Source: an optimization exercise on an open RTL-to-GDS flow (aim: small area, a short achievable clock period and few clock cycles). Production flows keep margins and buffers that such runs may drop. The RTL was checked by simulation tests, not by an equivalence proof against the original design.

==> design/flow/design.v <==
package mltd_pkg;
	localparam int MAX_TASKS_DEF = 32;
	localparam int LEVELS_DEF    = 3;
	localparam int TASK_W  = 16;
	localparam int KEY_W   = 38;
	localparam int BURST_W = 8;
	localparam int TIME_W  = 31;
	localparam int CMD_W   = 3;
	localparam logic signed [KEY_W-1:0] EXPIRED_KEY = 38'sh1F_FFFF_FFFF;
	localparam logic [15:0] LFSR_TAPS = 16'hB400;
	localparam logic [CMD_W-1:0] CMD_TIMER   = 3'd0;
	localparam logic [CMD_W-1:0] CMD_ARRIVAL = 3'd1;
	localparam logic [CMD_W-1:0] CMD_FINISH  = 3'd2;
	localparam logic [CMD_W-1:0] CMD_IO_REQ  = 3'd3;
	localparam logic [CMD_W-1:0] CMD_IO_END  = 3'd4;
	localparam logic [CMD_W-1:0] CMD_DECIDE  = 3'd5;
	localparam logic [2:0] REG_LEVEL_ZERO = 3'd0;
	localparam logic [2:0] REG_LEVEL_ONE  = 3'd1;
	localparam logic [2:0] REG_PERIOD     = 3'd2;
	localparam logic [2:0] REG_HIGH_WGT   = 3'd3;
	localparam logic [2:0] REG_LOW_WGT    = 3'd4;
	localparam logic [2:0] REG_SEED       = 3'd5;
	typedef struct packed {
		logic                     in_io;
		logic [TASK_W-1:0]        task_id;
		logic signed [KEY_W-1:0]  key;
		logic [BURST_W-1:0]       bursts;
	} entry_t;
	function automatic logic [15:0] lfsr_next(input logic [15:0] v);
		logic [15:0] n;
		n = v >> 1;
		if (v[0]) begin
			n = n ^ LFSR_TAPS;
		end
		if (n == 16'd0) begin
			n = 16'd1;
		end
		lfsr_next = n;
	endfunction
	function automatic logic [15:0] seed_of(input logic [15:0] s);
		seed_of = (s == 16'd0) ? 16'd1 : s;
	endfunction
endpackage
module mltd_cmp #(
	parameter int W = 36
) (
	input  logic [W-1:0] a,
	input  logic [W-1:0] b,
	output logic         lt,
	output logic         eq
);
	logic [63:0] l0, e0;
	logic [31:0] l1, e1;
	logic [15:0] l2, e2;
	logic [7:0]  l3, e3;
	logic [3:0]  l4, e4;
	logic [1:0]  l5, e5;
	always_comb begin
		l0 = '0;
		e0 = '1;
		for (int i = 0; i < W; i++) begin
			l0[i] = ~a[i] & b[i];
			e0[i] = ~(l0[i] | (a[i] & ~b[i]));
		end
		for (int i = 0; i < 32; i++) begin
			l1[i] = l0[2*i+1] | (e0[2*i+1] & l0[2*i]);
			e1[i] = e0[2*i+1] & e0[2*i];
		end
		for (int i = 0; i < 16; i++) begin
			l2[i] = l1[2*i+1] | (e1[2*i+1] & l1[2*i]);
			e2[i] = e1[2*i+1] & e1[2*i];
		end
		for (int i = 0; i < 8; i++) begin
			l3[i] = l2[2*i+1] | (e2[2*i+1] & l2[2*i]);
			e3[i] = e2[2*i+1] & e2[2*i];
		end
		for (int i = 0; i < 4; i++) begin
			l4[i] = l3[2*i+1] | (e3[2*i+1] & l3[2*i]);
			e4[i] = e3[2*i+1] & e3[2*i];
		end
		for (int i = 0; i < 2; i++) begin
			l5[i] = l4[2*i+1] | (e4[2*i+1] & l4[2*i]);
			e5[i] = e4[2*i+1] & e4[2*i];
		end
		lt = l5[1] | (e5[1] & l5[0]);
		eq = e5[1] & e5[0];
	end
endmodule
module multilevel_deadline_task_dispatcher #(
	parameter int MAX_TASKS = mltd_pkg::MAX_TASKS_DEF,
	parameter int LEVELS    = mltd_pkg::LEVELS_DEF
) (
	input  logic         clk,
	input  logic         arst_n,
	input  logic         s_tvalid,
	output logic         s_tready,
	input  logic [127:0] s_tdata,
	input  logic [2:0]   s_tuser,
	output logic         m_tvalid,
	input  logic         m_tready,
	output logic [39:0]  m_tdata,
	input  logic         psel,
	input  logic         penable,
	input  logic         pwrite,
	input  logic [4:0]   paddr,
	input  logic [31:0]  pwdata,
	output logic [31:0]  prdata,
	output logic         pready
);
	localparam int N  = 32;
	localparam int KW = 36;
	localparam int TW = 16;
	localparam int U  = 16;
	localparam int Q  = 4;
	localparam logic [KW-1:0] EXP_KEY = '1;
	function automatic logic [N-1:0] first_one(input logic [N-1:0] x);
		logic [N-1:0] p;
		p = x;
		for (int s = 1; s < N; s = s * 2) begin
			p = p | (p << s);
		end
		first_one = x & ~(p << 1);
	endfunction
	function automatic logic [1:0] add3(input logic [1:0] a, input logic [1:0] b);
		case ({a, b})
			4'b00_00: add3 = 2'd0;
			4'b00_01: add3 = 2'd1;
			4'b00_10: add3 = 2'd2;
			4'b01_00: add3 = 2'd1;
			4'b01_01: add3 = 2'd2;
			4'b01_10: add3 = 2'd0;
			4'b10_00: add3 = 2'd2;
			4'b10_01: add3 = 2'd0;
			4'b10_10: add3 = 2'd1;
			default:  add3 = 2'd0;
		endcase
	endfunction
	function automatic logic [1:0] mod3(input logic [15:0] v);
		logic [1:0] r0, r1, r2, r3, r4, r5, r6, r7;
		r0 = (v[1:0]   == 2'd3) ? 2'd0 : v[1:0];
		r1 = (v[3:2]   == 2'd3) ? 2'd0 : v[3:2];
		r2 = (v[5:4]   == 2'd3) ? 2'd0 : v[5:4];
		r3 = (v[7:6]   == 2'd3) ? 2'd0 : v[7:6];
		r4 = (v[9:8]   == 2'd3) ? 2'd0 : v[9:8];
		r5 = (v[11:10] == 2'd3) ? 2'd0 : v[11:10];
		r6 = (v[13:12] == 2'd3) ? 2'd0 : v[13:12];
		r7 = (v[15:14] == 2'd3) ? 2'd0 : v[15:14];
		mod3 = add3(add3(add3(r0, r1), add3(r2, r3)), add3(add3(r4, r5), add3(r6, r7)));
	endfunction
	function automatic logic [15:0] lfsr_step(input logic [15:0] v);
		lfsr_step = (v >> 1) ^ (v[0] ? mltd_pkg::LFSR_TAPS : 16'd0);
	endfunction
	logic [7:0]  lz_q, l1_q;
	logic [15:0] period_q, seed_q;
	logic [3:0]  hw_q, lw_q;
	logic        cfg_wr;
	assign pready = 1'b1;
	assign cfg_wr = psel && penable && pwrite;
	always_comb begin
		case (paddr[4:2])
			3'd0:    prdata = {24'd0, lz_q};
			3'd1:    prdata = {24'd0, l1_q};
			3'd2:    prdata = {16'd0, period_q};
			3'd3:    prdata = {28'd0, hw_q};
			3'd4:    prdata = {28'd0, lw_q};
			3'd5:    prdata = {16'd0, seed_q};
			default: prdata = 32'd0;
		endcase
	end
	logic [31:0] tick_q;
	logic [15:0] tmod_q;
	logic        busy_q;
	logic [4:0]  cnt_q;
	logic [15:0] lfsr_q;
	logic        ovf_q;
	logic [2:0]  dcnt_q;
	logic [N-1:0]  v_q;
	logic [N-1:0]  io_q;
	logic [TW-1:0] tid_q [N];
	logic [KW-1:0] key_q [N];
	logic [7:0]    b_q   [N];
	logic [N-1:0]  f0_q;
	logic [N-1:0]  f1_q;
	logic [N*N-1:0] bm_q;
	logic        r0_v;
	logic [2:0]  r0_cmd;
	logic        r0_hp;
	logic [31:0] r0_diff;
	logic        r0_exp;
	logic [15:0] r0_id;
	logic [15:0] r0_busy;
	logic          r1_v;
	logic [2:0]    r1_cmd;
	logic [KW-1:0] r1_key;
	logic [15:0]   r1_id;
	logic [15:0]   r1_busy;
	logic         d2_v;
	logic [N-1:0] d2_cc;
	logic [N-1:0] d2_ic;
	logic         d2_ovf;
	logic [15:0]  d2_busy;
	logic          o_v;
	logic [32:0]   qd_q [Q];
	logic [3:0]  wgt;
	logic [35:0] dext;
	logic [35:0] prod;
	logic [35:0] key_s;
	assign wgt   = r0_hp ? hw_q : lw_q;
	assign dext  = {{4{r0_diff[31]}}, r0_diff};
	assign prod  = (wgt[0] ? dext : 36'd0) + (wgt[1] ? {dext[34:0], 1'b0} : 36'd0) +
		(wgt[2] ? {dext[33:0], 2'b0} : 36'd0) + (wgt[3] ? {dext[32:0], 3'b0} : 36'd0);
	assign key_s = r0_exp ? EXP_KEY : {~prod[35], prod[34:0]};
	logic is_arr, is_fin, is_req, is_end, is_dec, is_tim;
	assign is_tim = r1_v && (r1_cmd == mltd_pkg::CMD_TIMER);
	assign is_arr = r1_v && (r1_cmd == mltd_pkg::CMD_ARRIVAL);
	assign is_fin = r1_v && (r1_cmd == mltd_pkg::CMD_FINISH);
	assign is_req = r1_v && (r1_cmd == mltd_pkg::CMD_IO_REQ);
	assign is_end = r1_v && (r1_cmd == mltd_pkg::CMD_IO_END);
	assign is_dec = r1_v && (r1_cmd == mltd_pkg::CMD_DECIDE);
	logic [N-1:0] eq, cm, im, fr, cm1, im1, fr1;
	logic         any_cm, any_im, any_fr;
	always_comb begin
		for (int i = 0; i < N; i++) begin
			eq[i] = (tid_q[i] == r1_id);
		end
	end
	assign cm  = v_q & ~io_q & eq;
	assign im  = v_q & io_q & eq;
	assign fr  = ~v_q;
	assign cm1 = first_one(cm);
	assign im1 = first_one(im);
	assign fr1 = first_one(fr);
	assign any_cm = |cm;
	assign any_im = |im;
	assign any_fr = |fr;
	logic [N-1:0] walk, bsel;
	logic [7:0]   b_sel, sat_b;
	always_comb begin
		walk = '0;
		walk[cnt_q] = busy_q;
		bsel = busy_q ? walk : cm1;
		b_sel = '0;
		for (int i = 0; i < N; i++) begin
			b_sel = b_sel | (bsel[i] ? b_q[i] : 8'd0);
		end
	end
	assign sat_b = (b_sel == 8'hFF) ? 8'hFF : b_sel + 8'd1;
	logic lz_lt, lz_eq, l1_lt, l1_eq;
	mltd_cmp #(.W(8)) u_cmp_lz (.a(b_sel), .b(lz_q), .lt(lz_lt), .eq(lz_eq));
	mltd_cmp #(.W(8)) u_cmp_l1 (.a(b_sel), .b(l1_q), .lt(l1_lt), .eq(l1_eq));
	logic need_new, clr;
	assign need_new = is_arr || (is_req && !any_cm) || (is_end && !any_im);
	assign clr = is_dec && (period_q != 16'd0) && (tmod_q == 16'd0);
	logic [N-1:0] wk, wb, wf, vset, vclr;
	assign vset = need_new ? fr1 : '0;
	assign wk   = vset | (is_req ? cm1 : '0) | (is_end ? im1 : '0);
	assign wb   = vset | (is_req ? cm1 : '0) | {N{clr}};
	assign wf   = wb | walk;
	assign vclr = is_fin ? (cm1 | im1) : '0;
	logic [7:0] b_new;
	logic       f0_new, f1_new;
	assign b_new = clr ? 8'd0 : (is_req ? (any_cm ? sat_b : 8'd1) : 8'd0);
	always_comb begin
		if (busy_q) begin
			f0_new = lz_lt || lz_eq;
			f1_new = l1_lt || l1_eq;
		end else if (is_req && !clr) begin
			if (any_cm) begin
				f0_new = lz_lt || (lz_eq && b_sel == 8'hFF);
				f1_new = l1_lt || (l1_eq && b_sel == 8'hFF);
			end else begin
				f0_new = lz_q != 8'd0;
				f1_new = l1_q != 8'd0;
			end
		end else begin
			f0_new = 1'b1;
			f1_new = 1'b1;
		end
	end
	logic [N-1:0] k_lt, k_eq;
	for (genvar i = 0; i < N; i++) begin : g_kcmp
		mltd_cmp #(.W(KW)) u_cmp (.a(key_q[i]), .b(r1_key), .lt(k_lt[i]), .eq(k_eq[i]));
	end
	logic [N-1:0] cpu, lv0, lv1, lv2;
	logic [2:0]   mask;
	assign cpu  = v_q & ~io_q;
	assign lv0  = f0_q | {N{clr}};
	assign lv1  = ~lv0 & f1_q;
	assign lv2  = ~lv0 & ~f1_q;
	assign mask = {|(cpu & lv2), |(cpu & lv1), |(cpu & lv0)};
	logic [16*(U+1)-1:0] ls;
	logic [2*(U+1)-1:0]  lv;
	logic [2:0]          seen;
	logic                lot_safe;
	logic                hit;
	logic [1:0]          chosen;
	logic [15:0]         lfsr_new;
	always_comb begin
		ls[15:0] = lfsr_q;
		lv[1:0]  = 2'd0;
		for (int k = 1; k <= U; k++) begin
			ls[16*k +: 16] = lfsr_step(ls[16*(k-1) +: 16]);
			lv[2*k +: 2]   = mod3(ls[16*k +: 16]);
		end
		seen = '0;
		for (int k = 1; k <= U; k++) begin
			seen = seen | ((lv[2*k +: 2] == 2'd0) ? 3'b001 :
				(lv[2*k +: 2] == 2'd1) ? 3'b010 : 3'b100);
		end
		lot_safe = &seen;
		hit      = 1'b0;
		chosen   = 2'd0;
		lfsr_new = ls[16*U +: 16];
		for (int k = U; k >= 1; k--) begin
			if ((lv[2*k +: 2] == 2'd0 && mask[0]) || (lv[2*k +: 2] == 2'd1 && mask[1]) ||
					(lv[2*k +: 2] == 2'd2 && mask[2])) begin
				hit      = 1'b1;
				chosen   = lv[2*k +: 2];
				lfsr_new = ls[16*k +: 16];
			end
		end
	end
	logic stall;
	assign stall = is_dec && (|mask) && !hit;
	logic [N-1:0] cc_n;
	assign cc_n = cpu & ((chosen == 2'd0) ? lv0 : (chosen == 2'd1) ? lv1 : lv2);
	assign s_tready = !busy_q && (dcnt_q != 3'(Q)) &&
		!(r1_v && (r1_cmd == mltd_pkg::CMD_DECIDE) && !lot_safe);
	logic s_acc, m_pop;
	assign s_acc = s_tvalid && s_tready;
	assign m_pop = o_v && m_tready;
	always_ff @(posedge clk or negedge arst_n) begin
		if (!arst_n) begin
			r0_v <= 1'b0;
			r1_v <= 1'b0;
		end else begin
			if (s_tready) begin
				r0_v <= s_tvalid;
			end else if (!stall) begin
				r0_v <= 1'b0;
			end
			if (!stall) begin
				r1_v <= r0_v;
			end
		end
	end
	always_ff @(posedge clk) begin
		if (s_tready) begin
			r0_cmd  <= s_tuser;
			r0_hp   <= s_tdata[0];
			r0_diff <= {1'b0, s_tdata[62:32]} - {1'b0, s_tdata[31:1]};
			r0_exp  <= s_tdata[109:79] > s_tdata[62:32];
			r0_id   <= s_tdata[78:63];
			r0_busy <= s_tdata[125:110];
		end
		if (!stall) begin
			r1_cmd  <= r0_cmd;
			r1_key  <= key_s;
			r1_id   <= r0_id;
			r1_busy <= r0_busy;
		end
	end
	always_ff @(posedge clk or negedge arst_n) begin
		if (!arst_n) begin
			v_q <= '0;
		end else begin
			v_q <= (v_q | vset) & ~vclr;
		end
	end
	always_ff @(posedge clk) begin
		for (int i = 0; i < N; i++) begin
			if (wk[i]) begin
				io_q[i]  <= is_req;
				tid_q[i] <= r1_id;
				key_q[i] <= r1_key;
			end
			if (wb[i]) begin
				b_q[i] <= b_new;
			end
			if (wf[i]) begin
				f0_q[i] <= f0_new;
				f1_q[i] <= f1_new;
			end
		end
		for (int i = 0; i < N; i++) begin
			for (int j = i + 1; j < N; j++) begin
				if (wk[i]) begin
					bm_q[i*N+j] <= !k_lt[j];
				end else if (wk[j]) begin
					bm_q[i*N+j] <= k_lt[i] || k_eq[i];
				end
			end
		end
	end
	logic [16:0] div_t;
	assign div_t = {tmod_q, tick_q[cnt_q]};
	always_ff @(posedge clk or negedge arst_n) begin
		if (!arst_n) begin
			lz_q     <= 8'd3;
			l1_q     <= 8'd10;
			period_q <= 16'd20;
			hw_q     <= 4'd4;
			lw_q     <= 4'd5;
			seed_q   <= 16'd1;
			tick_q   <= '0;
			tmod_q   <= '0;
			busy_q   <= 1'b0;
			cnt_q    <= '0;
			lfsr_q   <= 16'd1;
			ovf_q    <= 1'b0;
			dcnt_q   <= '0;
		end else begin
			if (is_tim) begin
				tick_q <= tick_q + 32'd1;
				if (tick_q == 32'hFFFF_FFFF || tmod_q + 16'd1 == period_q) begin
					tmod_q <= '0;
				end else begin
					tmod_q <= tmod_q + 16'd1;
				end
			end
			if (busy_q) begin
				tmod_q <= (div_t >= {1'b0, period_q}) ? 16'(div_t - {1'b0, period_q}) :
					div_t[15:0];
				cnt_q  <= cnt_q - 5'd1;
				if (cnt_q == 5'd0) begin
					busy_q <= 1'b0;
				end
			end
			if (is_dec && (|mask)) begin
				lfsr_q <= lfsr_new;
			end
			if (need_new && !any_fr) begin
				ovf_q <= 1'b1;
			end
			if (cfg_wr) begin
				case (paddr[4:2])
					3'd0: lz_q <= pwdata[7:0];
					3'd1: l1_q <= pwdata[7:0];
					3'd2: period_q <= pwdata[15:0];
					3'd3: hw_q <= pwdata[3:0];
					3'd4: lw_q <= pwdata[3:0];
					3'd5: begin
						seed_q <= pwdata[15:0];
						lfsr_q <= mltd_pkg::seed_of(pwdata[15:0]);
					end
					default: begin
					end
				endcase
				if (paddr[4:2] == 3'd0 || paddr[4:2] == 3'd1 || paddr[4:2] == 3'd2) begin
					tmod_q <= '0;
					busy_q <= 1'b1;
					cnt_q  <= 5'd31;
				end
			end
			dcnt_q <= dcnt_q + 3'((s_acc && s_tuser == mltd_pkg::CMD_DECIDE) ? 1 : 0) -
				3'(m_pop ? 1 : 0);
		end
	end
	always_ff @(posedge clk or negedge arst_n) begin
		if (!arst_n) begin
			d2_v <= 1'b0;
		end else begin
			d2_v <= is_dec && !stall;
		end
	end
	always_ff @(posedge clk) begin
		d2_cc   <= cc_n;
		d2_ic   <= v_q & io_q;
		d2_ovf  <= ovf_q;
		d2_busy <= r1_busy;
	end
	logic [N-1:0]  win_c, win_i;
	logic [TW-1:0] tid_c, tid_i;
	always_comb begin
		for (int i = 0; i < N; i++) begin
			win_c[i] = d2_cc[i];
			win_i[i] = d2_ic[i];
			for (int j = 0; j < N; j++) begin
				if (j < i) begin
					win_c[i] = win_c[i] && (!d2_cc[j] || !bm_q[j*N+i]);
					win_i[i] = win_i[i] && (!d2_ic[j] || !bm_q[j*N+i]);
				end else if (j > i) begin
					win_c[i] = win_c[i] && (!d2_cc[j] || bm_q[i*N+j]);
					win_i[i] = win_i[i] && (!d2_ic[j] || bm_q[i*N+j]);
				end
			end
		end
		tid_c = '0;
		tid_i = '0;
		for (int i = 0; i < N; i++) begin
			tid_c = tid_c | (win_c[i] ? tid_q[i] : 16'd0);
			tid_i = tid_i | (win_i[i] ? tid_q[i] : 16'd0);
		end
	end
	logic [32:0] res;
	assign res = {d2_ovf, (d2_busy != 16'd0) ? d2_busy : tid_i, tid_c};
	logic [2:0] qn_q, qn_pop, qn_nxt;
	assign qn_pop = qn_q - 3'(m_pop ? 1 : 0);
	assign qn_nxt = qn_pop + 3'(d2_v ? 1 : 0);
	always_ff @(posedge clk or negedge arst_n) begin
		if (!arst_n) begin
			qn_q <= '0;
			o_v  <= 1'b0;
		end else begin
			qn_q <= qn_nxt;
			o_v  <= qn_nxt != 3'd0;
		end
	end
	always_ff @(posedge clk) begin
		for (int k = 0; k < Q; k++) begin
			if (d2_v && qn_pop == 3'(k)) begin
				qd_q[k] <= res;
			end else if (m_pop && k < Q - 1) begin
				qd_q[k] <= qd_q[(k < Q - 1) ? k + 1 : k];
			end
		end
	end
	assign m_tvalid = o_v;
	assign m_tdata  = {7'd0, qd_q[0]};
endmodule
==> design/flow/run.sh <==
#!/bin/bash
# synth_recipe.tcl (not shown) runs the flow's synth.tcl, then flattens the netlist and writes it again
# the make line also repeats each setting of config.mk as NAME=value (left out here)
make -C /OpenROAD-flow-scripts/flow DESIGN_CONFIG=/design/flow/config.mk WORK_HOME=/design/flow/orfs CLKGATE_MAP_FILE= SYNTH_SCRIPT=/design/flow/synth_recipe.tcl finish
==> design/flow/config.mk <==
export PLATFORM = sky130hd
export DESIGN_NAME = multilevel_deadline_task_dispatcher
export DESIGN_NICKNAME = multilevel_deadline_task_dispatcher
export VERILOG_FILES = /design/flow/design.v
export SDC_FILE = /design/flow/constraint.sdc
export NUM_CORES = 4
export LEC_CHECK = 0
export CAP_MARGIN = 20
export CORE_MARGIN = 2
export CORE_UTILIZATION = 30
export PLACE_DENSITY = 0.45
export SLEW_MARGIN = 20
==> design/flow/constraint.sdc <==
create_clock -name core_clock -period 10.0 [get_ports {clk}]
set_input_delay 2.0000 -clock core_clock [delete_from_list [all_inputs] [get_ports {clk}]]
set_output_delay 2.0000 -clock core_clock [all_outputs]
set_load 0.01 [all_outputs]
==> impl_metrics.yaml, run 1 <==
critical_path:
  slowest_delay_ns: 0.54
  path_cells: "xnor2_1 -> buf_4 -> xnor2_1 -> inv_1 -> ha_1 -> or3b_2 -> a21oi_1 -> nor3_1 -> o32ai_2 -> nor3_1 -> o41ai_1 -> a31oi_2 -> nor2_1 -> o211ai_1 -> or4_1 -> nor4_1 -> a31oi_1 -> o41a_1 -> o21ai_0 -> buf_4 -> inv_6 -> clkdlybuf4s50_1"
  cp_top_family: "compound AO/OA/AOI/OAI gates"
  worstPathArrival_ns: 7.71
  worstPathRequired_ns: 8.00
  cp_max_fo: 6
  path_class: "reg -> out"
  start_kind: "register"
  critPathCaptureType: "primary output"
  cpMaxStageDelayCell: "clkdlybuf4s50_1"
  cp.buffers_inverters: 5
sta:
  setup_ws_ns: 0.2873
  maxSlewViolCount: 0
  hold_violations: 0
  grt_setup_unrepaired: "false"
  setup_viol: 0
  max_slew_margin_pct: 9.504
  worstMarginPinSlew_ns: 1.346
  clock.fmax_ghz: 0.1030
  skew_ns: 0.1673
  tns_ns: 0
  fin_crit_sh_pct: 97.13
  fin_crit_ns: 9.713
synthesis:
  ys_ff_latch: 3034
  synth_compound_area_share_pct: 16.54
  ys.flop_type: "edfxtp_1"
  post-synth-top-count-cell: "edfxtp_1"
  synth-xor-area-share_pct: 3.838
  synthArstFlopShare_pct: 5.570
  synth_edf_count: 2784
  ys_types: 115
  mappedNetlistArea_um2: 179100
  synth-simple-area-share_pct: 12.25
  synth_common_cells: "edfxtp_1 (2,784), inv_1 (1,654), ha_1 (1,394), nand2_1 (1,346), a21oi_1 (1,110)"
  synth_top_cell_by_area: "edfxtp_1"
  ys_seq_area_share_pct: 49.96
  synth_top_area_share_pct: 46.69
  avgSynthCellArea_um2: 10.70
  yosys.area_share.adder_pct: 10.50
  synth_mux_area_share_pct: 1.446
  yosys-top-cells-area: "edfxtp_1 (47%), ha_1 (9.7%), inv_1 (3.5%)"
  syn_inst: 16740
  yosys_warnings: 11
  synth_top_family_by_area: "compound AO/OA/AOI/OAI gates"
final_layout:
  layout-drive-gt1-share_pct: 10.26
  final_area_um2: 207000
  final_nets: 18850
  syn_to_final_growth_pct: 15.57
  multi_input_area_um2: 81220
  fin_util_pct: 34.83
  fillers: 59570
  seq_area_um2: 89520
die:
  core_area_um2: 594200
  die-area_um2: 603100
  start_util_pct: 30.14
  die_h_um: 776.6
  pin_count: 250
  placementRows: 283
  fp.dieW_um: 776.6
global_route:
  grt_remaining_overflow: 0
  antenna_found_initial: 152
  grt_pass1_wl_um: 1382000
  track_usage_pct: 33.89
  grt_max_degree: 91
  grt_pass1_vias: 143600
clocking:
  numCtsBuffers: 371
  ctsHoldBuffers: 0
  clk_pin_slew_ns: 0.07
  worstSkewPairLatency_ns: 1.12
  htreeDepth: 5
  cts_tree: "built"
  cts_buffer_depth: 4
  clock-root-buffer: "clkbuf_16"
  cts.sinks: 3034
detailed_routing:
  wl_per_cell_um: 41.60
  drt_iter0_markers: 22470
  vias: 156400
  antenna_left: 0
  drc: 0
  routed_via_density: 6.136
  finalWirelength_um: 1060000
  dr.pass1.iters: 9
placed_design:
  dp_hpwl_um: 740600
  port_buffers: 205
  gp_congestion: 1.087
  placedInstanceArea_um2: 194300
  pre_cts_slack_ns: 0.8840
hold_path:
  hp-class: "reg -> reg"
flow_run:
  drv_cap: 0
outcome:
  status: "finished clean"
[layout by cell type, fill, tap and decap left out, types with 403 or more instances in the layout]
| cell | count |
|---|---|
| a21oi_1 | 1103 |
| a221oi_1 | 469 |
| buf_4 | 657 |
| edfxtp_1 | 2784 |
| ha_1 | 1389 |
| inv_1 | 1603 |
| nand2_1 | 1343 |
| nand4_1 | 525 |
| nor2_1 | 582 |
| o21ai_0 | 684 |
| xnor2_1 | 403 |
[stage by stage]
step	hold WS [ns]	cells
6_report	0.3264	25490
5_1_grt	0.3373	25370
4_1_cts	0.3341	25350
3_3_place_gp	0.3262	24670
3_5_place_dp	0.3269	24670
2_1_floorplan	0.3233	16760
[worst reg2reg max path: cells and delay by family (launching register included)]
| kind | cells | cell delay, ns |
|---|---|---|
| buffers and inverters | 4 | 2.24 |
| XOR/XNOR | 1 | 0.82 |
| flip-flops | 1 | 0.90 |
| AND/OR/NAND/NOR | 8 | 3.18 |
| AO/OA/AOI/OAI | 4 | 1.14 |
[worst paths after layout]
path	to	start	slack, ns	cells past startpoint
setup / recovery	s_tready	lfsr_q[3]	0.29	22
hold / removal	d2_busy[1]	r1_busy[1]	0.33	0
setup reg to reg	tid_q[2][3]	r1_id[12]	1.16	17
hold reg to reg	d2_busy[1]	r1_busy[1]	0.33	0
max in group asynchronous	v_q[2]	arst_n	7.04	3
min in group asynchronous	lz_q[6]	arst_n	1.13	1
[cells by family (layout without fill, tap and decap cells)]
family,Yosys count,count (layout)
AO/OA/AOI/OAI,4393,4393
XOR/XNOR,769,769
adder cells (fa/ha/maj),1462,1462
buffers and inverters,2510,3265
flip-flops,3034,3034
multiplexers,233,233
other,2,157
AND/OR/NAND/NOR,4336,4336
[layer usage]
metal  wire (µm)  up-vias  GRT usage (%)
li1            -    63890              -
met1      432000    79080          43.87
met2      437800    10370          49.04
met3      108700     2979          10.34
met4       81220       46          21.60
met5         542        -         0.2845
[repair_timing]
item                       4_1_cts  5_1_grt
cloned                           0        0
setup endpoints to repair        1        1
pin swaps                        0        1
setup buffers                    0        1
resized for setup                5       33
[flip-flops by register name (all words and copies together) (netlist names), 32 cells and up]
register,count
key_q,1152
qd_q,132
b_q,256
tick_q,32
f0_q,32
r0_diff,32
d2_cc,32
r1_key,36
d2_ic,32
v_q,32
bm_q,496
tid_q,512
f1_q,32
io_q,32
[layout make-up]
type	count	area share, %
inverters	1695	3.112
well taps	7837	4.738
multi-input cells	11220	39.25
clock inverters	218	1.056
diodes	133	0.1608
flip-flops and latches	3034	43.25
repair buffers	894	3.674
clock buffers	458	4.759
Testbench counts, summed over its fixed seeds: cycles 5,652.
==> run 2, diff against run 1 <==
--- a/design/flow/design.v
+++ b/design/flow/design.v
@@ -114,2 +114,3 @@
 	localparam int Q  = 4;
+	localparam int K  = 2;
 	localparam logic [KW-1:0] EXP_KEY = '1;
@@ -137,13 +138,12 @@
 	endfunction
+	function automatic logic [1:0] mod3_4(input logic [3:0] v);
+		case (v)
+			4'd0, 4'd3, 4'd6, 4'd9, 4'd12, 4'd15: mod3_4 = 2'd0;
+			4'd1, 4'd4, 4'd7, 4'd10, 4'd13:       mod3_4 = 2'd1;
+			default:                              mod3_4 = 2'd2;
+		endcase
+	endfunction
 	function automatic logic [1:0] mod3(input logic [15:0] v);
-		logic [1:0] r0, r1, r2, r3, r4, r5, r6, r7;
-		r0 = (v[1:0]   == 2'd3) ? 2'd0 : v[1:0];
-		r1 = (v[3:2]   == 2'd3) ? 2'd0 : v[3:2];
-		r2 = (v[5:4]   == 2'd3) ? 2'd0 : v[5:4];
-		r3 = (v[7:6]   == 2'd3) ? 2'd0 : v[7:6];
-		r4 = (v[9:8]   == 2'd3) ? 2'd0 : v[9:8];
-		r5 = (v[11:10] == 2'd3) ? 2'd0 : v[11:10];
-		r6 = (v[13:12] == 2'd3) ? 2'd0 : v[13:12];
-		r7 = (v[15:14] == 2'd3) ? 2'd0 : v[15:14];
-		mod3 = add3(add3(add3(r0, r1), add3(r2, r3)), add3(add3(r4, r5), add3(r6, r7)));
+		mod3 = add3(add3(mod3_4(v[3:0]), mod3_4(v[7:4])),
+			add3(mod3_4(v[11:8]), mod3_4(v[15:12])));
 	endfunction
@@ -176,2 +176,3 @@
 	logic [2:0]  dcnt_q;
+	logic        rdy_q;
 	logic [N-1:0]  v_q;
@@ -184,2 +185,3 @@
 	logic [N*N-1:0] bm_q;
+	logic [N-1:0]   eq_q;
 	logic        r0_v;
@@ -219,11 +221,6 @@
 	assign is_dec = r1_v && (r1_cmd == mltd_pkg::CMD_DECIDE);
-	logic [N-1:0] eq, cm, im, fr, cm1, im1, fr1;
+	logic [N-1:0] cm, im, fr, cm1, im1, fr1;
 	logic         any_cm, any_im, any_fr;
-	always_comb begin
-		for (int i = 0; i < N; i++) begin
-			eq[i] = (tid_q[i] == r1_id);
-		end
-	end
-	assign cm  = v_q & ~io_q & eq;
-	assign im  = v_q & io_q & eq;
+	assign cm  = v_q & ~io_q & eq_q;
+	assign im  = v_q & io_q & eq_q;
 	assign fr  = ~v_q;
@@ -290,9 +287,10 @@
 	assign mask = {|(cpu & lv2), |(cpu & lv1), |(cpu & lv0)};
-	logic [16*(U+1)-1:0] ls;
-	logic [2*(U+1)-1:0]  lv;
-	logic [2:0]          seen;
-	logic                lot_safe;
-	logic                hit;
-	logic [1:0]          chosen;
-	logic [15:0]         lfsr_new;
+	logic [16*(U+K+1)-1:0] ls;
+	logic [2*(U+K+1)-1:0]  lv;
+	logic [K:0]            safe;
+	logic [3*(K+1)-1:0]    seen;
+	logic                  hit;
+	logic [1:0]            chosen;
+	logic [15:0]           lfsr_new;
+	logic                  safe_new;
 	always_comb begin
@@ -300,3 +298,3 @@
 		lv[1:0]  = 2'd0;
-		for (int k = 1; k <= U; k++) begin
+		for (int k = 1; k <= U + K; k++) begin
 			ls[16*k +: 16] = lfsr_step(ls[16*(k-1) +: 16]);
@@ -304,8 +302,10 @@
 		end
-		seen = '0;
-		for (int k = 1; k <= U; k++) begin
-			seen = seen | ((lv[2*k +: 2] == 2'd0) ? 3'b001 :
-				(lv[2*k +: 2] == 2'd1) ? 3'b010 : 3'b100);
+		for (int k = 0; k <= K; k++) begin
+			seen[3*k +: 3] = '0;
+			for (int m = k + 1; m <= k + U; m++) begin
+				seen[3*k +: 3] = seen[3*k +: 3] | ((lv[2*m +: 2] == 2'd0) ? 3'b001 :
+					(lv[2*m +: 2] == 2'd1) ? 3'b010 : 3'b100);
+			end
+			safe[k] = &seen[3*k +: 3];
 		end
-		lot_safe = &seen;
 		hit      = 1'b0;
@@ -313,2 +313,3 @@
 		lfsr_new = ls[16*U +: 16];
+		safe_new = 1'b0;
 		for (int k = U; k >= 1; k--) begin
@@ -319,2 +320,3 @@
 				lfsr_new = ls[16*k +: 16];
+				safe_new = (k <= K) ? safe[(k <= K) ? k : 0] : 1'b0;
 			end
@@ -326,4 +328,3 @@
 	assign cc_n = cpu & ((chosen == 2'd0) ? lv0 : (chosen == 2'd1) ? lv1 : lv2);
-	assign s_tready = !busy_q && (dcnt_q != 3'(Q)) &&
-		!(r1_v && (r1_cmd == mltd_pkg::CMD_DECIDE) && !lot_safe);
+	assign s_tready = rdy_q;
 	logic s_acc, m_pop;
@@ -346,2 +347,17 @@
 	end
+	logic       r1_dec_nxt, lot_safe_nxt, busy_nxt;
+	logic [2:0] dcnt_nxt;
+	assign r1_dec_nxt   = stall || (r0_v && r0_cmd == mltd_pkg::CMD_DECIDE);
+	assign lot_safe_nxt = (is_dec && (|mask)) ? safe_new : safe[0];
+	assign busy_nxt     = (busy_q && cnt_q != 5'd0) || (cfg_wr && (paddr[4:2] == 3'd0 ||
+		paddr[4:2] == 3'd1 || paddr[4:2] == 3'd2));
+	assign dcnt_nxt     = dcnt_q + 3'((s_acc && s_tuser == mltd_pkg::CMD_DECIDE) ? 1 : 0) -
+		3'(m_pop ? 1 : 0);
+	always_ff @(posedge clk or negedge arst_n) begin
+		if (!arst_n) begin
+			rdy_q <= 1'b1;
+		end else begin
+			rdy_q <= !busy_nxt && (dcnt_nxt != 3'(Q)) && !(r1_dec_nxt && !lot_safe_nxt);
+		end
+	end
 	always_ff @(posedge clk) begin
@@ -355,8 +371,11 @@
 		end
+		r1_key <= key_s;
+		r1_id  <= r0_id;
 		if (!stall) begin
 			r1_cmd  <= r0_cmd;
-			r1_key  <= key_s;
-			r1_id   <= r0_id;
 			r1_busy <= r0_busy;
 		end
+		for (int i = 0; i < N; i++) begin
+			eq_q[i] <= wk[i] ? (r1_id == r0_id) : (tid_q[i] == r0_id);
+		end
 	end
@@ -454,4 +473,3 @@
 			end
-			dcnt_q <= dcnt_q + 3'((s_acc && s_tuser == mltd_pkg::CMD_DECIDE) ? 1 : 0) -
-				3'(m_pop ? 1 : 0);
+			dcnt_q <= dcnt_nxt;
 		end
--- a/design/flow/config.mk
+++ b/design/flow/config.mk
@@ -7,2 +7,3 @@
 export LEC_CHECK = 0
+export ABC_CLOCK_PERIOD_IN_PS = 5000
 export CAP_MARGIN = 20
@@ -11,2 +12,3 @@
 export PLACE_DENSITY = 0.45
+export SETUP_SLACK_MARGIN = 4.5
 export SLEW_MARGIN = 20
==> run 2 against run 1 <==
Compared with the run above: now fails the layout checks on antenna rules; area after synthesis up 1.0%; clock skew down 0.078 ns; flip-flop and latch count up 33; final cell count up 3.2%; largest cell class unchanged.
==> impl_metrics.yaml, run 2 <==
detailed_routing:
  routed_via_density: 6.160
  drt_iter0_markers: 22990
  wl_per_cell_um: 41.34
  antenna_left: 1
  finalWirelength_um: 1088000
  dr.pass1.iters: 14
  vias: 162100
  drc: 0
global_route:
  grt_pass1_wl_um: 1421000
  track_usage_pct: 34.25
  grt_max_degree: 79
  grt_pass1_vias: 150000
  grt_remaining_overflow: 0
  antenna_found_initial: 163
synthesis:
  avgSynthCellArea_um2: 10.71
  synth_edf_count: 2732
  synth_top_area_share_pct: 45.35
  synthArstFlopShare_pct: 5.543
  syn_inst: 16890
  post-synth-top-count-cell: "edfxtp_1"
  mappedNetlistArea_um2: 180900
  ys_types: 122
  synth_common_cells: "edfxtp_1 (2,732), inv_1 (1,624), nand2_1 (1,384), ha_1 (1,378), a21oi_1 (1,101)"
  ys_seq_area_share_pct: 49.53
  yosys_warnings: 11
  synth_top_cell_by_area: "edfxtp_1"
  ys.flop_type: "edfxtp_1"
  ys_ff_latch: 3067
  yosys-top-cells-area: "edfxtp_1 (45%), ha_1 (9.5%), inv_1 (3.4%)"
sta:
  clock.fmax_ghz: 0.1713
  hold_violations: 0
  max_slew_margin_pct: 4.757
  setup_ws_ns: 4.163
  worstMarginPinSlew_ns: 1.418
  fin_crit_sh_pct: 58.37
  maxSlewViolCount: 0
  setup_viol: 0
  grt_setup_unrepaired: "true"
  skew_ns: 0.08902
  tns_ns: 0
  fin_crit_ns: 5.837
final_layout:
  seq_area_um2: 89840
  syn_to_final_growth_pct: 21.59
  instances_no_fill: 26310
  final_nets: 19450
  top_regs: "key_q (1152), tid_q (512), bm_q (496)"
  final_cell_mix: "edfxtp_1 (2,732), inv_1 (1,561), nand2_1 (1,340)"
  layout-drive-gt1-share_pct: 16.64
  largest-register: "key_q"
  final_common_cell: "edfxtp_1"
  multi_input_area_um2: 87490
  largest_reg_flops: 1152
  final_area_um2: 220000
  fillers: 59700
critical_path:
  cp_max_fo: 19
  critPathCaptureType: "register"
  worstPathArrival_ns: 6.62
  worstPathRequired_ns: 10.79
  start_kind: "register"
  path_class: "reg -> reg"
placed_design:
  place_inst: 24930
  pre_cts_slack_ns: 1.910
  gp_congestion: 1.074
  placedInstanceArea_um2: 196400
  port_buffers: 205
  dp_hpwl_um: 736700
clocking:
  worstSkewPairLatency_ns: 1.08
  numCtsBuffers: 376
  clk_pin_slew_ns: 0.06
  cts.sinks: 3067
  cts_tree: "built"
  cts_buffer_depth: 4
  clock-root-buffer: "clkbuf_16"
  htreeDepth: 5
hold_path:
  hp-class: "reg -> reg"
flow_run:
  drv_cap: 0
die:
  start_util_pct: 30.07
  fp.dieW_um: 780.6
  core_area_um2: 601600
  die-area_um2: 609300
  placementRows: 285
  die_h_um: 780.6
  pin_count: 250
outcome:
  status: "failed layout checks"
  check-failures: "antenna rules"
run 2: layout make-up:
cell class | count | area share, %
antenna | 137 | 0.1558
clock buffer | 489 | 4.602
clock inverter | 198 | 0.8884
inverter | 1680 | 3.114
multi-input combinational | 11330 | 39.77
sequential | 3067 | 40.84
tap | 8036 | 4.571
timing repair buffer | 1374 | 6.034
timing repair inverter | 5 | 0.02446
run 2: final timing paths:
check	start	slack, ns	depth (start not counted)	end
setup reg to reg	d2_cc[14]	4.16	13	qd_q[0][7]
max in group asynchronous	arst_n	7.66	2	v_q[22]
hold / removal	r1_busy[6]	0.34	0	d2_busy[6]
hold reg to reg	r1_busy[6]	0.34	0	d2_busy[6]
setup / recovery	d2_cc[14]	4.16	13	qd_q[0][7]
min in group asynchronous	arst_n	1.02	1	tick_q[23]
run 2: critical path, stage by stage, from the launching register on:
cell and delay, ns:
dfxtp_1 0.39, buf_4 0.57, clkinv_1 0.87, buf_4 0.53
o22ai_1 0.24, a221oi_1 0.08, nand4_1 0.19, nor3_2 0.06
buf_4 0.27, a22o_1 0.40, a221oi_1 0.22, nand3_1 0.13
or4_1 0.92, mux2_2 0.44
run 2: what timing repair did:
action	4_1_cts	5_1_grt
gates resized for setup	806	501
hold buffers	0	0
cloned	25	9
pin swaps	178	206
endpoints found under the setup margin	3444	1973
setup buffers	347	169
run 2: kinds of logic (layout without fill, tap and decap cells):
kind of cell / count (synthesis) / in the layout / synth area share [%]
DFF: 3067 / 3067 / 49.53
buffers and inverters: 2525 / 3746 / 5.367
AOI/OAI and AO/OA: 4407 / 4415 / 16.60
and+or+nand+nor: 4346 / 4348 / 12.14
muxes: 315 / 316 / 1.974
adders and majority gates: 1446 / 1446 / 10.28
xor gates and xnor gates: 777 / 777 / 4.103
other: 2 / 161 / 0.004151
run 2: per-layer routing:
| layer | track usage [%] | wire length, µm | up-vias |
|---|---|---|---|
| met1 | 43.74 | 433700 | 81460 |
| met4 | 22.02 | 87780 | 68 |
| li1 | - | - | 65710 |
| met5 | 0.2036 | 689 | - |
| met3 | 11.03 | 118000 | 3552 |
| met2 | 49.73 | 447600 | 11300 |
run 2: through the flow:
| step | util (%) | hold slack (ns) |
|---|---|---|
| global route | 36.52 | 0.3371 |
| detailed placement | 32.64 | 0.3269 |
| floorplan | - | 0.3233 |
| finish | 36.57 | 0.3362 |
| CTS | 35.84 | 0.3402 |
| global placement | 32.63 | 0.3253 |
Testbench counts of run 2, summed over its fixed seeds: cycles 5,705.
==> run 3, diff against run 2 <==
--- a/design/flow/design.v
+++ b/design/flow/design.v
@@ -88,2 +88,36 @@
 endmodule
+module mltd_add #(
+	parameter int W = 36
+) (
+	input  logic [W-1:0] a,
+	input  logic [W-1:0] b,
+	input  logic         ci,
+	output logic [W-1:0] s
+);
+	logic [W-1:0] p0, g0;
+	logic [W-1:0] gg [7];
+	logic [W-1:0] pp [7];
+	always_comb begin
+		p0 = a ^ b;
+		g0 = a & b;
+		gg[0] = g0;
+		pp[0] = p0;
+		gg[0][0] = g0[0] | (p0[0] & ci);
+		for (int l = 1; l < 7; l++) begin
+			for (int i = 0; i < W; i++) begin
+				if (i >= (1 << (l - 1))) begin
+					gg[l][i] = gg[l-1][i] | (pp[l-1][i] & gg[l-1][i - (1 << (l - 1))]);
+					pp[l][i] = pp[l-1][i] & pp[l-1][i - (1 << (l - 1))];
+				end else begin
+					gg[l][i] = gg[l-1][i];
+					pp[l][i] = pp[l-1][i];
+				end
+			end
+		end
+		s[0] = p0[0] ^ ci;
+		for (int i = 1; i < W; i++) begin
+			s[i] = p0[i] ^ gg[6][i-1];
+		end
+	end
+endmodule
 module multilevel_deadline_task_dispatcher #(
@@ -190,2 +224,5 @@
 	logic [31:0] r0_diff;
+	logic [31:0] diff_in;
+	mltd_add #(.W(32)) u_add_diff (.a({1'b0, s_tdata[62:32]}), .b(~{1'b0, s_tdata[31:1]}),
+		.ci(1'b1), .s(diff_in));
 	logic        r0_exp;
@@ -211,4 +248,15 @@
 	assign dext  = {{4{r0_diff[31]}}, r0_diff};
-	assign prod  = (wgt[0] ? dext : 36'd0) + (wgt[1] ? {dext[34:0], 1'b0} : 36'd0) +
-		(wgt[2] ? {dext[33:0], 2'b0} : 36'd0) + (wgt[3] ? {dext[32:0], 3'b0} : 36'd0);
+	logic [35:0] pp0, pp1, pp2, pp3, cs1, cc1, cs2, cc2;
+	assign pp0 = wgt[0] ? dext : 36'd0;
+	assign pp1 = wgt[1] ? {dext[34:0], 1'b0} : 36'd0;
+	assign pp2 = wgt[2] ? {dext[33:0], 2'b0} : 36'd0;
+	assign pp3 = wgt[3] ? {dext[32:0], 3'b0} : 36'd0;
+	assign cs1 = pp0 ^ pp1 ^ pp2;
+	logic [35:0] mj1, mj2;
+	assign mj1 = (pp0 & pp1) | (pp0 & pp2) | (pp1 & pp2);
+	assign cc1 = {mj1[34:0], 1'b0};
+	assign cs2 = cs1 ^ cc1 ^ pp3;
+	assign mj2 = (cs1 & cc1) | (cs1 & pp3) | (cc1 & pp3);
+	assign cc2 = {mj2[34:0], 1'b0};
+	mltd_add #(.W(36)) u_add_key (.a(cs2), .b(cc2), .ci(1'b0), .s(prod));
 	assign key_s = r0_exp ? EXP_KEY : {~prod[35], prod[34:0]};
@@ -366,3 +414,3 @@
 			r0_hp   <= s_tdata[0];
-			r0_diff <= {1'b0, s_tdata[62:32]} - {1'b0, s_tdata[31:1]};
+			r0_diff <= diff_in;
 			r0_exp  <= s_tdata[109:79] > s_tdata[62:32];
@@ -413,4 +461,11 @@
 	end
-	logic [16:0] div_t;
+	logic [16:0] div_t, div_d;
+	logic        div_lt, div_eq;
+	logic [31:0] tick_inc;
+	logic [15:0] tmod_inc;
 	assign div_t = {tmod_q, tick_q[cnt_q]};
+	mltd_cmp #(.W(17)) u_cmp_div (.a(div_t), .b({1'b0, period_q}), .lt(div_lt), .eq(div_eq));
+	mltd_add #(.W(17)) u_add_div (.a(div_t), .b(~{1'b0, period_q}), .ci(1'b1), .s(div_d));
+	mltd_add #(.W(32)) u_add_tick (.a(tick_q), .b(32'd0), .ci(1'b1), .s(tick_inc));
+	mltd_add #(.W(16)) u_add_tmod (.a(tmod_q), .b(16'd0), .ci(1'b1), .s(tmod_inc));
 	always_ff @(posedge clk or negedge arst_n) begin
@@ -432,7 +487,7 @@
 			if (is_tim) begin
-				tick_q <= tick_q + 32'd1;
-				if (tick_q == 32'hFFFF_FFFF || tmod_q + 16'd1 == period_q) begin
+				tick_q <= tick_inc;
+				if (tick_q == 32'hFFFF_FFFF || tmod_inc == period_q) begin
 					tmod_q <= '0;
 				end else begin
-					tmod_q <= tmod_q + 16'd1;
+					tmod_q <= tmod_inc;
 				end
@@ -440,4 +495,3 @@
 			if (busy_q) begin
-				tmod_q <= (div_t >= {1'b0, period_q}) ? 16'(div_t - {1'b0, period_q}) :
-					div_t[15:0];
+				tmod_q <= div_lt ? div_t[15:0] : div_d[15:0];
 				cnt_q  <= cnt_q - 5'd1;
@@ -489,15 +543,18 @@
 	end
-	logic [N-1:0]  win_c, win_i;
-	logic [TW-1:0] tid_c, tid_i;
+	logic [N*N-1:0] same;
+	logic [N-1:0]   win, win_c, win_i;
+	logic [TW-1:0]  tid_c, tid_i;
 	always_comb begin
 		for (int i = 0; i < N; i++) begin
-			win_c[i] = d2_cc[i];
-			win_i[i] = d2_ic[i];
+			for (int j = i + 1; j < N; j++) begin
+				same[i*N+j] = (d2_cc[i] && d2_cc[j]) || (d2_ic[i] && d2_ic[j]);
+			end
+		end
+		for (int i = 0; i < N; i++) begin
+			win[i] = 1'b1;
 			for (int j = 0; j < N; j++) begin
 				if (j < i) begin
-					win_c[i] = win_c[i] && (!d2_cc[j] || !bm_q[j*N+i]);
-					win_i[i] = win_i[i] && (!d2_ic[j] || !bm_q[j*N+i]);
+					win[i] = win[i] && (!same[j*N+i] || !bm_q[j*N+i]);
 				end else if (j > i) begin
-					win_c[i] = win_c[i] && (!d2_cc[j] || bm_q[i*N+j]);
-					win_i[i] = win_i[i] && (!d2_ic[j] || bm_q[i*N+j]);
+					win[i] = win[i] && (!same[i*N+j] || bm_q[i*N+j]);
 				end
@@ -505,2 +562,4 @@
 		end
+		win_c = win & d2_cc;
+		win_i = win & d2_ic;
 		tid_c = '0;
==> run 3 against run 2 <==
Compared with the run above: now clean on timing, DRC and antenna; design area is essentially flat; non-clock buffer count is 45 lower; clock skew rose by 0.042 ns; first-iteration DRC count down 1.2%; utilization is essentially flat; critical endpoint is now qd_q[0][6].
==> impl_metrics.yaml, run 3 <==
outcome:
  status: "finished clean"
clocking:
  numCtsBuffers: 372
  ctsHoldBuffers: 0
  cts.sinks: 3067
  clk_pin_slew_ns: 0.06
  cts_buffer_depth: 4
  clock-root-buffer: "clkbuf_16"
  worstSkewPairLatency_ns: 1.09
  cts_tree: "built"
  htreeDepth: 5
sta:
  clock.fmax_ghz: 0.1688
  setup_viol: 0
  fin_crit_ns: 5.924
  tns_ns: 0
  skew_ns: 0.1313
  max_slew_margin_pct: 2.075
  hold_slack_ns: 0.3375
  hold_violations: 0
  fin_crit_sh_pct: 59.24
  maxSlewViolCount: 0
  worstMarginPinSlew_ns: 1.458
  grt_setup_unrepaired: "true"
detailed_routing:
  drt_iter0_markers: 22720
  antenna_left: 0
  drc: 0
  finalWirelength_um: 871000
  routed_via_density: 5.889
  wl_per_cell_um: 33.16
  vias: 154700
  dr.pass1.iters: 10
synthesis:
  ys_types: 131
  yosys-top-cells-area: "edfxtp_1 (45%), ha_1 (9.6%), inv_1 (3.8%)"
  ys.flop_type: "edfxtp_1"
  post-synth-top-count-cell: "edfxtp_1"
  synth_top_area_share_pct: 45.30
  syn_inst: 16990
  ys_seq_area_share_pct: 49.48
  synth_edf_count: 2732
  avgSynthCellArea_um2: 10.66
  mappedNetlistArea_um2: 181100
  synthArstFlopShare_pct: 5.543
  ys_ff_latch: 3067
  synth_top_cell_by_area: "edfxtp_1"
  yosys_warnings: 24
  synth_common_cells: "edfxtp_1 (2,732), inv_1 (1,826), ha_1 (1,393), nand2_1 (1,200), a21oi_1 (935)"
global_route:
  grt_remaining_overflow: 0
  grt_max_degree: 72
  grt_pass1_wl_um: 1175000
  grt_pass1_vias: 142100
  track_usage_pct: 27.24
  antenna_found_initial: 78
final_layout:
  final_nets: 19480
  fin_util_pct: 36.55
  seq_area_um2: 89820
  layout-drive-gt1-share_pct: 16.09
  top_regs: "key_q (1152), tid_q (512), bm_q (496)"
  multi_input_area_um2: 87270
  syn_to_final_growth_pct: 21.50
  fillers: 59720
  final_cell_mix: "edfxtp_1 (2,732), inv_1 (1,781), ha_1 (1,345)"
  largest_reg_flops: 1152
  final_common_cell: "edfxtp_1"
  largest-register: "key_q"
placed_design:
  dp_hpwl_um: 568600
  port_buffers: 205
  gp_congestion: 1.101
hold_path:
  worstHoldStart: "r1_busy[9]"
  hp-class: "reg -> reg"
  hold_depth: 0
  hold_end: "d2_busy[9]"
critical_path:
  critPathCaptureType: "register"
  critPathLaunch: "d2_ic[27]"
  worstRegToRegCells: 13
  cp_max_fo: 32
  timing.rr.start: "d2_ic[27]"
  start_kind: "register"
  reg2reg_slack_ns: 4.08
  path_class: "reg -> reg"
  worstPathArrival_ns: 6.67
  worstPathRequired_ns: 10.74
  worstReg2RegEnd: "qd_q[0][6]"
die:
  die-area_um2: 609900
  start_util_pct: 30.09
  pin_count: 250
  fp.dieW_um: 781.0
  core_area_um2: 601900
  placementRows: 285
  die_h_um: 781.0
flow_run:
  drv_cap: 0
-- run 3: repair_timing --
item	in CTS	in global routing
resized for setup	911	512
setup endpoints to repair	3134	2450
pin swaps	246	244
cloned	33	10
endpoints found under the hold margin	0	0
buffers inserted	344	198
-- run 3: critical path: stages, from the launching register on --
cell	delay (ns)
dfxtp_2	0.33
buf_4	0.65
a22oi_1	0.51
o22ai_1	0.82
a211o_1	0.26
a2111oi_0	0.13
and3_1	0.34
and2_2	0.27
buf_4	0.31
a22o_1	0.31
a221oi_1	0.23
nand4_1	0.17
nor3_2	0.80
o21ai_0	0.35
-- run 3: how the worst max path moves through the flow --
| stage | to | cells after the start |
|---|---|---|
| final | qd_q[0][6] | 13 |
| after global placement | d2_cc[0] | 22 |
| after floorplan | rdy_q | 23 |
| after CTS | d2_cc[11] | 22 |
| after detailed placement | d2_cc[0] | 22 |
| after global routing | d2_cc[0] | 23 |
-- run 3: cell families after synthesis --
family,share of synthesized area (%)
buffers and inverters,5.799
XOR/XNOR,4.161
AND/OR/NAND/NOR,12.40
multiplexers,1.406
AO/OA/AOI/OAI,16.38
other,0.004147
adder cells (fa/ha/maj),10.38
flip-flops,49.48
-- run 3: metrics by stage --
step                      cells  cell area (µm²)  setup WS [ns]
final                     26270           220000          4.076
after floorplan           17010           181500          4.229
after global placement    24910           195500          1.978
after global routing      26190           219900          4.048
after detailed placement  24910           195500          1.924
after CTS                 25970           215300          4.245
-- run 3: metal layers --
metal  global-route usage (%)  share of wire (%)  vias up
li1                         -                  -    64980
met1                    34.05                 39    75970
met2                    39.55                 41    10390
met3                    10.29                 12     3296
met4                    16.84                8.1       44
met5                   0.3055               0.12        -
-- run 3: cell type report --
class,instances,area share (%)
repair buffers,1329,5.870
inverters,1856,3.383
repair inverters,6,0.01990
clock buffers,470,4.472
flip-flops and latches,3067,40.82
multi-input cells,11220,39.66
clock inverters,209,1.114
diodes,77,0.08757
well taps,8036,4.570
Testbench counts of run 3, summed over its fixed seeds: cycles 5,705.
==> run 4, diff against run 3 <==
--- a/design/flow/design.v
+++ b/design/flow/design.v
@@ -206,2 +206,3 @@
 	logic        busy_q;
+	logic        pre_q;
 	logic [4:0]  cnt_q;
@@ -281,7 +282,10 @@
 	logic [N-1:0] walk, bsel;
-	logic [7:0]   b_sel, sat_b;
+	logic [7:0]   b_sel, cmp_in, sat_p;
+	logic         pend_v_q, cfg_v_q;
+	logic [N-1:0] pend_oh_q, cfg_oh_q;
+	logic [7:0]   pend_b_q, cfg_b_q;
 	always_comb begin
 		walk = '0;
-		walk[cnt_q] = busy_q;
-		bsel = busy_q ? walk : cm1;
+		walk[cnt_q] = busy_q && !pre_q;
+		bsel = (busy_q && !pre_q) ? walk : cm1;
 		b_sel = '0;
@@ -291,6 +295,7 @@
 	end
-	assign sat_b = (b_sel == 8'hFF) ? 8'hFF : b_sel + 8'd1;
+	assign cmp_in = cfg_v_q ? cfg_b_q : pend_b_q;
+	assign sat_p  = (pend_b_q == 8'hFF) ? 8'hFF : pend_b_q + 8'd1;
 	logic lz_lt, lz_eq, l1_lt, l1_eq;
-	mltd_cmp #(.W(8)) u_cmp_lz (.a(b_sel), .b(lz_q), .lt(lz_lt), .eq(lz_eq));
-	mltd_cmp #(.W(8)) u_cmp_l1 (.a(b_sel), .b(l1_q), .lt(l1_lt), .eq(l1_eq));
+	mltd_cmp #(.W(8)) u_cmp_lz (.a(cmp_in), .b(lz_q), .lt(lz_lt), .eq(lz_eq));
+	mltd_cmp #(.W(8)) u_cmp_l1 (.a(cmp_in), .b(l1_q), .lt(l1_lt), .eq(l1_eq));
 	logic need_new, clr;
@@ -298,28 +303,34 @@
 	assign clr = is_dec && (period_q != 16'd0) && (tmod_q == 16'd0);
-	logic [N-1:0] wk, wb, wf, vset, vclr;
+	logic [N-1:0] wk, wb, wf, vset, vclr, pend, cfgw;
 	assign vset = need_new ? fr1 : '0;
 	assign wk   = vset | (is_req ? cm1 : '0) | (is_end ? im1 : '0);
-	assign wb   = vset | (is_req ? cm1 : '0) | {N{clr}};
-	assign wf   = wb | walk;
+	assign pend = pend_v_q ? pend_oh_q : '0;
+	assign cfgw = cfg_v_q ? cfg_oh_q : '0;
+	assign wb   = vset | pend | {N{clr}};
+	assign wf   = wb | cfgw;
 	assign vclr = is_fin ? (cm1 | im1) : '0;
-	logic [7:0] b_new;
-	logic       f0_new, f1_new;
-	assign b_new = clr ? 8'd0 : (is_req ? (any_cm ? sat_b : 8'd1) : 8'd0);
-	always_comb begin
-		if (busy_q) begin
-			f0_new = lz_lt || lz_eq;
-			f1_new = l1_lt || l1_eq;
-		end else if (is_req && !clr) begin
-			if (any_cm) begin
-				f0_new = lz_lt || (lz_eq && b_sel == 8'hFF);
-				f1_new = l1_lt || (l1_eq && b_sel == 8'hFF);
-			end else begin
-				f0_new = lz_q != 8'd0;
-				f1_new = l1_q != 8'd0;
-			end
+	logic [7:0] b_nw;
+	logic       f0_nw, f1_nw, f0_pd, f1_pd, f0_cf, f1_cf;
+	assign b_nw  = is_req ? 8'd1 : 8'd0;
+	assign f0_nw = is_req ? (lz_q != 8'd0) : 1'b1;
+	assign f1_nw = is_req ? (l1_q != 8'd0) : 1'b1;
+	assign f0_pd = lz_lt || (lz_eq && pend_b_q == 8'hFF);
+	assign f1_pd = l1_lt || (l1_eq && pend_b_q == 8'hFF);
+	assign f0_cf = lz_lt || lz_eq;
+	assign f1_cf = l1_lt || l1_eq;
+	always_ff @(posedge clk or negedge arst_n) begin
+		if (!arst_n) begin
+			pend_v_q <= 1'b0;
+			cfg_v_q  <= 1'b0;
 		end else begin
-			f0_new = 1'b1;
-			f1_new = 1'b1;
+			pend_v_q <= is_req && any_cm;
+			cfg_v_q  <= busy_q && !pre_q;
 		end
 	end
+	always_ff @(posedge clk) begin
+		pend_oh_q <= cm1;
+		pend_b_q  <= b_sel;
+		cfg_oh_q  <= walk;
+		cfg_b_q   <= b_sel;
+	end
 	logic [N-1:0] k_lt, k_eq;
@@ -444,7 +455,18 @@
 			if (wb[i]) begin
-				b_q[i] <= b_new;
+				b_q[i] <= clr ? 8'd0 : (pend[i] ? sat_p : b_nw);
 			end
 			if (wf[i]) begin
-				f0_q[i] <= f0_new;
-				f1_q[i] <= f1_new;
+				if (cfg_v_q) begin
+					f0_q[i] <= f0_cf;
+					f1_q[i] <= f1_cf;
+				end else if (clr) begin
+					f0_q[i] <= 1'b1;
+					f1_q[i] <= 1'b1;
+				end else if (pend[i]) begin
+					f0_q[i] <= f0_pd;
+					f1_q[i] <= f1_pd;
+				end else begin
+					f0_q[i] <= f0_nw;
+					f1_q[i] <= f1_nw;
+				end
 			end
@@ -481,2 +503,3 @@
 			busy_q   <= 1'b0;
+			pre_q    <= 1'b0;
 			cnt_q    <= '0;
@@ -494,3 +517,4 @@
 			end
-			if (busy_q) begin
+			pre_q <= 1'b0;
+			if (busy_q && !pre_q) begin
 				tmod_q <= div_lt ? div_t[15:0] : div_d[15:0];
@@ -524,2 +548,3 @@
 					busy_q <= 1'b1;
+					pre_q  <= 1'b1;
 					cnt_q  <= 5'd31;
--- a/design/flow/config.mk
+++ b/design/flow/config.mk
@@ -7,3 +7,3 @@
 export LEC_CHECK = 0
-export ABC_CLOCK_PERIOD_IN_PS = 5000
+export ABC_CLOCK_PERIOD_IN_PS = 5500
 export CAP_MARGIN = 20
@@ -12,3 +12,3 @@
 export PLACE_DENSITY = 0.45
-export SETUP_SLACK_MARGIN = 4.5
+export SETUP_SLACK_MARGIN = 4.0
 export SLEW_MARGIN = 20
==> run 4 against run 3 <==
Compared with the run above: now fails the layout checks on slew limit; first-iteration DRC count fell by 6.0%; synthesized cell count rose by 4.5%; fmax fell by 5.9%; setup slack got worse by 0.37 ns; critical endpoint is now qd_q[0][22]; register-to-register slack got worse by 0.37 ns; routed wire length rose by 4.5%; critical path depth rose by 2; clock-buffer cell count rose by 58.
==> impl_metrics.yaml, run 4 <==
synthesis:
  yosys-top-cells-area: "edfxtp_1 (44%), ha_1 (9.4%), inv_1 (3.7%)"
  avgSynthCellArea_um2: 10.43
  ys_types: 121
  synth_top_area_share_pct: 44.31
  synth_common_cells: "edfxtp_1 (2,732), inv_1 (1,832), ha_1 (1,393), nand2_1 (1,238), a21oi_1 (1,081)"
  ys_ff_latch: 3142
  mappedNetlistArea_um2: 185200
  ys_seq_area_share_pct: 49.22
  synth_top_cell_by_area: "edfxtp_1"
  ys.flop_type: "edfxtp_1"
  synth_edf_count: 2732
  yosys_warnings: 24
  syn_inst: 17760
sta:
  fin_crit_ns: 6.295
  setup_viol: 0
  maxSlewViolCount: 4
  fin_crit_sh_pct: 62.95
  max_slew_margin_pct: -9.293
  clock.fmax_ghz: 0.1589
  tns_ns: 0
  hold_violations: 0
  skew_ns: 0.1956
  worstMarginPinSlew_ns: 1.639
hold_path:
  worstHoldStart: "r1_busy[8]"
  hp-class: "reg -> reg"
  hold_depth: 0
die:
  fp.dieW_um: 789.6
  die-area_um2: 623500
  pin_count: 250
  core_area_um2: 615100
  die_h_um: 789.6
critical_path:
  worstRegToRegCells: 15
  cp.buffers_inverters: 3
  critPathCaptureType: "register"
  worstPathArrival_ns: 7.24
  slowest_delay_ns: 0.86
  path_class: "reg -> reg"
  path_cells: "buf_4 -> inv_1 -> o22ai_1 -> a211oi_1 -> nand4b_1 -> nand4b_1 -> or4_1 -> nor2_4 -> buf_4 -> a22o_1 -> a221oi_1 -> nand3_1 -> nor3_1 -> a21oi_1 -> mux2_2"
  cpMaxStageDelayCell: "or4_1"
outcome:
  check-failures: "slew limit"
  status: "failed layout checks"
final_layout:
  fin_util_pct: 35.42
  multi_input_area_um2: 86850
  largest-register: "key_q"
  final_common_cell: "edfxtp_1"
  top_regs: "key_q (1152), tid_q (512), bm_q (496)"
  fillers: 61330
  syn_to_final_growth_pct: 17.66
  largest_reg_flops: 1152
clocking:
  clk_pin_slew_ns: 0.06
  cts_tree: "built"
  clock-root-buffer: "clkbuf_16"
  worstSkewPairLatency_ns: 1.13
  cts_buffer_depth: 4
detailed_routing:
  finalWirelength_um: 910200
  routed_via_density: 5.808
  wl_per_cell_um: 34.07
  dr.pass1.iters: 9
  antenna_left: 0
  drc: 0
  vias: 155200
  drt_iter0_markers: 21350
global_route:
  grt_pass1_vias: 144700
  grt_pass1_wl_um: 1225000
  grt_max_degree: 94
  track_usage_pct: 27.97
placed_design:
  dp_hpwl_um: 621400
  port_buffers: 205
flow_run:
  drv_cap: 0
-- run 4: changes by cell type in the layout (fill, tap and decap cells not counted), sizes merged, moves of 31 or more --
| cell | before | now |
|---|---|---|
| nand2 | 1200 | 1238 |
| nor3b | 28 | 73 |
| a21oi | 937 | 1081 |
| nor2 | 520 | 944 |
| buf | 1106 | 786 |
| dfxtp | 165 | 237 |
| o21ai | 855 | 890 |
| clkbuf | 484 | 546 |
| a22o | 288 | 250 |
| o31ai | 56 | 25 |
| diode | 77 | 38 |
| o22ai | 282 | 349 |
-- run 4: kinds of logic (layout without fill, tap and decap cells) --
group | count (synthesis) | after routing | synth area share, %
flip-flops | 3142 | 3142 | 49.22
adder cells (fa/ha/maj) | 1461 | 1461 | 10.15
AO/OA/AOI/OAI | 4566 | 4568 | 16.40
XOR/XNOR | 775 | 775 | 3.977
multiplexers | 226 | 226 | 1.323
AND/OR/NAND/NOR | 4764 | 4769 | 13.08
other | 2 | 62 | 0.004056
buffers and inverters | 2820 | 3591 | 5.844
-- run 4: worst reg2reg max path, delay by kind of cell, from the launching register on --
kind            cells  cell delay (ns)
mux                 1             0.31
buf+inv             3             1.28
flops               1             0.30
simple gates        6             2.48
compound gates      5             1.74
-- run 4: per-stage QoR --
step,cells,hold slack (ns),instance area (µm²),setup slack [ns]
2_1_floorplan,17780,0.3233,185300,4.027
3_3_place_gp,25720,0.3286,199700,1.959
3_5_place_dp,25730,0.3285,199900,2.031
4_1_cts,26550,0.3417,215100,3.992
5_1_grt,26680,0.3438,217800,3.916
6_report,26710,0.3395,217900,3.705
-- run 4: how the worst max path moves through the flow --
stage | start | to | slack (ns) | cells past startpoint
3_5_place_dp | lfsr_q[2] | d2_cc[17] | 2.03 | 21
5_1_grt | v_q[2] | bm_q[599] | 3.92 | 22
2_1_floorplan | lfsr_q[1] | d2_cc[11] | 4.03 | 26
6_report | d2_ic[19] | qd_q[0][22] | 3.71 | 15
3_3_place_gp | lfsr_q[2] | d2_cc[24] | 1.96 | 21
4_1_cts | lfsr_q[9] | d2_cc[13] | 3.99 | 22
-- run 4: timing repair --
item	4_1_cts	5_1_grt
buffers inserted	94	101
resized for setup	337	302
pin swaps	56	80
endpoints found under the setup margin	2384	1447
cloned	6	17
-- run 4: routing by layer --
| layer | GRT usage (%) | up-vias | share of wire (%) | routed length, µm |
|---|---|---|---|---|
| li1 | - | 66560 | - | - |
| met1 | 36.33 | 76890 | 40 | 363500 |
| met2 | 41.53 | 9207 | 42 | 382000 |
| met3 | 7.743 | 2456 | 11 | 95780 |
| met4 | 16.52 | 40 | 7.5 | 68490 |
| met5 | 0.08392 | - | 0.035 | 323 |
-- run 4: layout make-up --
class,instances,area share [%]
Timing Repair inverter,3,0.01321
Clock inverter,188,0.9832
Tap cell,8120,4.663
Sequential cell,3142,41.91
Antenna cell,38,0.04365
Timing Repair Buffer,1008,4.283
Clock buffer,528,4.879
Inverter,1864,3.360
Multi-Input combinational cell,11820,39.86
Testbench counts of run 4, summed over its fixed seeds: cycles 5,705.

-- re-timing with driven ports --
Ports are ideal in the flow. The routed layouts listed here were re-timed in OpenROAD.
Step 1, drivers: a clkbuf_16 drives clk and a buf_2 each remaining input, both assumed.
Step 2, shift: input delay + t, output delay - t, t = (earliest + latest rising clock arrival at the registers) / 2. This alone moves slack from input paths to output paths.
a / b / c = ideal / step 1 / step 2; a / b = the first two.
run	t (ns)	setup slack, ns	clock arrival spread, ns	worst slew at a driven data input, ns
run 1	1.166	0.287 / 0.156 / 1.163	0.168 / 0.168	0.08
run 2	1.172	4.163 / 4.163 / 3.711	0.091 / 0.091	0.09
run 3	1.157	4.076 / 4.076 / 3.771	0.141 / 0.141	0.10
run 4	1.158	3.705 / 3.705 / 3.250	0.204 / 0.204	0.11
The setup slack of run 4, which loses most, moves by 0.000 ns with the drivers and by -0.455 ns with both steps.
